Context: an optimization exercise on an open-source flow, tuned for small area. The choices shown serve that exercise and are no tape-out recipe.
Function was checked by simulation only, so behaviour that the tests miss may differ from the original.

// key_expansion_ctrl
module key_expansion_ctrl #(
    parameter int KEY_W      = 128,
    parameter int NUM_ROUNDS = 10
) (
    input  logic             clk,
    input  logic             n_rst,
    input  logic             start,
    input  logic [KEY_W-1:0] key_in,
    output logic             busy,
    output logic             done,
    input  logic [3:0]       rd_addr,
    output logic [KEY_W-1:0] rd_key
);
clock: 10.0 ns
lec_check: 0
cap_margin: 10
core_margin: 2
core_utilization: 70
gpl_timing_driven: 0
slew_margin: 10
standard.sh (not shown) runs the stock make flow with config.mk's settings and CLKGATE_MAP_FILE= SYNTH_SCRIPT=/design/flow/synth_recipe.tcl, a recipe that flattens the netlist after the stock synthesis.
==> flow/flow/run.sh <==
#!/bin/bash
# Own layout flow: the standard layout (standard.sh), with these changes:
#  - synthesis maps the logic with an area-oriented ABC script (synth_area.tcl, area.abc);
#    registers are untouched, so their names and cells are the standard synthesis's;
#  - port buffers use the smallest buffer cell;
#  - clock tree synthesis uses smaller clock buffers and no dummy loads.
# make's full output goes to make_flow.log here; ORFS keeps each step's log under orfs/logs.
set -euo pipefail
here=$(pwd)
export FLOW_ABC_SCRIPT=$here/flow/area.abc
export FLOW_STD_SYNTH=$here/synth_recipe.tcl
sed "s#SYNTH_SCRIPT=[^ ]*#SYNTH_SCRIPT=$here/flow/synth_area.tcl#" standard.sh > own_standard.sh
grep -q "SYNTH_SCRIPT=$here/flow/synth_area.tcl" own_standard.sh
bash own_standard.sh \
  "BUFFER_PORTS_ARGS=-buffer_cell sky130_fd_sc_hd__buf_1" \
  "CTS_ARGS=-sink_clustering_enable -repair_clock_nets -dont_use_dummy_load -buf_list sky130_fd_sc_hd__clkbuf_4 -sink_clustering_size 10 -sink_clustering_max_diameter 30" \
  finish > make_flow.log 2>&1
==> flow/flow/area.abc <==
&get -n
&st
&deepsyn -T 60
&dch
&nf -R 1000 -E 100 -p -C 32 -F 8 -A 4
&put
==> flow/flow/synth_area.tcl <==
# Synthesis as synth_recipe.tcl (the standard synthesis), with one change: ABC maps the
# combinational logic for area (area.abc) instead of with ORFS's delay-oriented script.
# Registers are not touched by abc, so their names and cells stay those of the standard run.
proc abc {args} {
  set i [lsearch -exact $args -script]
  if { $i >= 0 } {
    lset args [expr { $i + 1 }] $::env(FLOW_ABC_SCRIPT)
  }
  yosys abc {*}$args
}
source $::env(FLOW_STD_SYNTH)
The first run produced a clean layout.
Then changed:
--- a/flow/flow/run.sh
+++ b/flow/flow/run.sh
@@ -14,4 +14,4 @@
 bash own_standard.sh \
   "BUFFER_PORTS_ARGS=-buffer_cell sky130_fd_sc_hd__buf_1" \
-  "CTS_ARGS=-sink_clustering_enable -repair_clock_nets -dont_use_dummy_load -buf_list sky130_fd_sc_hd__clkbuf_4 -sink_clustering_size 10 -sink_clustering_max_diameter 30" \
+  "CTS_ARGS=-sink_clustering_enable -repair_clock_nets -dont_use_dummy_load -buf_list sky130_fd_sc_hd__clkbuf_8 -sink_clustering_size 16 -sink_clustering_max_diameter 40" \
   finish > make_flow.log 2>&1
==> flow/flow/area.abc (replaced) <==
&get -n
&st
&dch
&nf -R 1000
&put
Outcome: Core utilization grows by 0.63 points. Die area grows by 1.5%. Synthesized area grows by about 1.5%. Cell area grows by 1.5%. Clock skew shrinks by 0.026 ns. First-iteration DRC count shrinks by 1.7%. Non-clock buffer count shrinks by 20. Worst setup slack is worse by 0.15 ns. Via count grows by 6.3%.
Then changed:
--- a/flow/flow/run.sh
+++ b/flow/flow/run.sh
@@ -14,4 +14,4 @@
 bash own_standard.sh \
   "BUFFER_PORTS_ARGS=-buffer_cell sky130_fd_sc_hd__buf_1" \
-  "CTS_ARGS=-sink_clustering_enable -repair_clock_nets -dont_use_dummy_load -buf_list sky130_fd_sc_hd__clkbuf_8 -sink_clustering_size 16 -sink_clustering_max_diameter 40" \
+  "CTS_ARGS=-sink_clustering_enable -repair_clock_nets -dont_use_dummy_load -buf_list sky130_fd_sc_hd__clkbuf_4 -sink_clustering_size 10 -sink_clustering_max_diameter 30" \
   finish > make_flow.log 2>&1
==> flow/flow/area.abc (replaced) <==
&get -n
&st
&dch
&nf -R 1000 -E 100 -p -C 32 -F 8 -A 4
&put
Global-route usage goes down by 1.2 points. Cell area went down by 1.9%. Sequential share of layout area climbs by 0.86 points. Area after synthesis decreases by 1.2%. Setup slack degrades by 0.78 ns. Routed wire length falls by 5.8%. Clock skew climbs by 0.0069 ns. Maximum frequency shrinks by 10%.

## re-timing with driven ports
Ports are ideal in the flow. The routed layouts listed here were re-timed in OpenROAD. Step 1: set_driving_cell puts a clkbuf_16 on clk and a buf_2 on each other input, an assumption about the parent block. Step 2, shift: input delay + t, output delay - t, t = (earliest + latest rising clock arrival at the registers) / 2. This alone moves slack from input paths to output paths. Slacks: ideal / step 1 / step 2; pairs: ideal / step 1.
| run | t, ns | slack for setup (ns) | latest minus earliest clock arrival (ns) | worst data-port slew with drivers (ns) | cell pins on the clock port's net |
|---|---|---|---|---|---|
| the first run | 1.056 | 3.355 / 3.355 / 2.496 | 0.104 / 0.104 | 0.10 | 1 |
| the second run | 0.740 | 3.209 / 3.209 / 2.692 | 0.079 / 0.080 | 0.06 | 1 |
| the third run | 1.020 | 2.434 / 2.460 / 1.440 | 0.102 / 0.102 | 0.11 | 1 |
After both steps setup and hold are still met in every run listed. For the third run, which loses most, drivers alone change the setup slack by +0.026 ns; drivers and shift together by -0.994 ns.
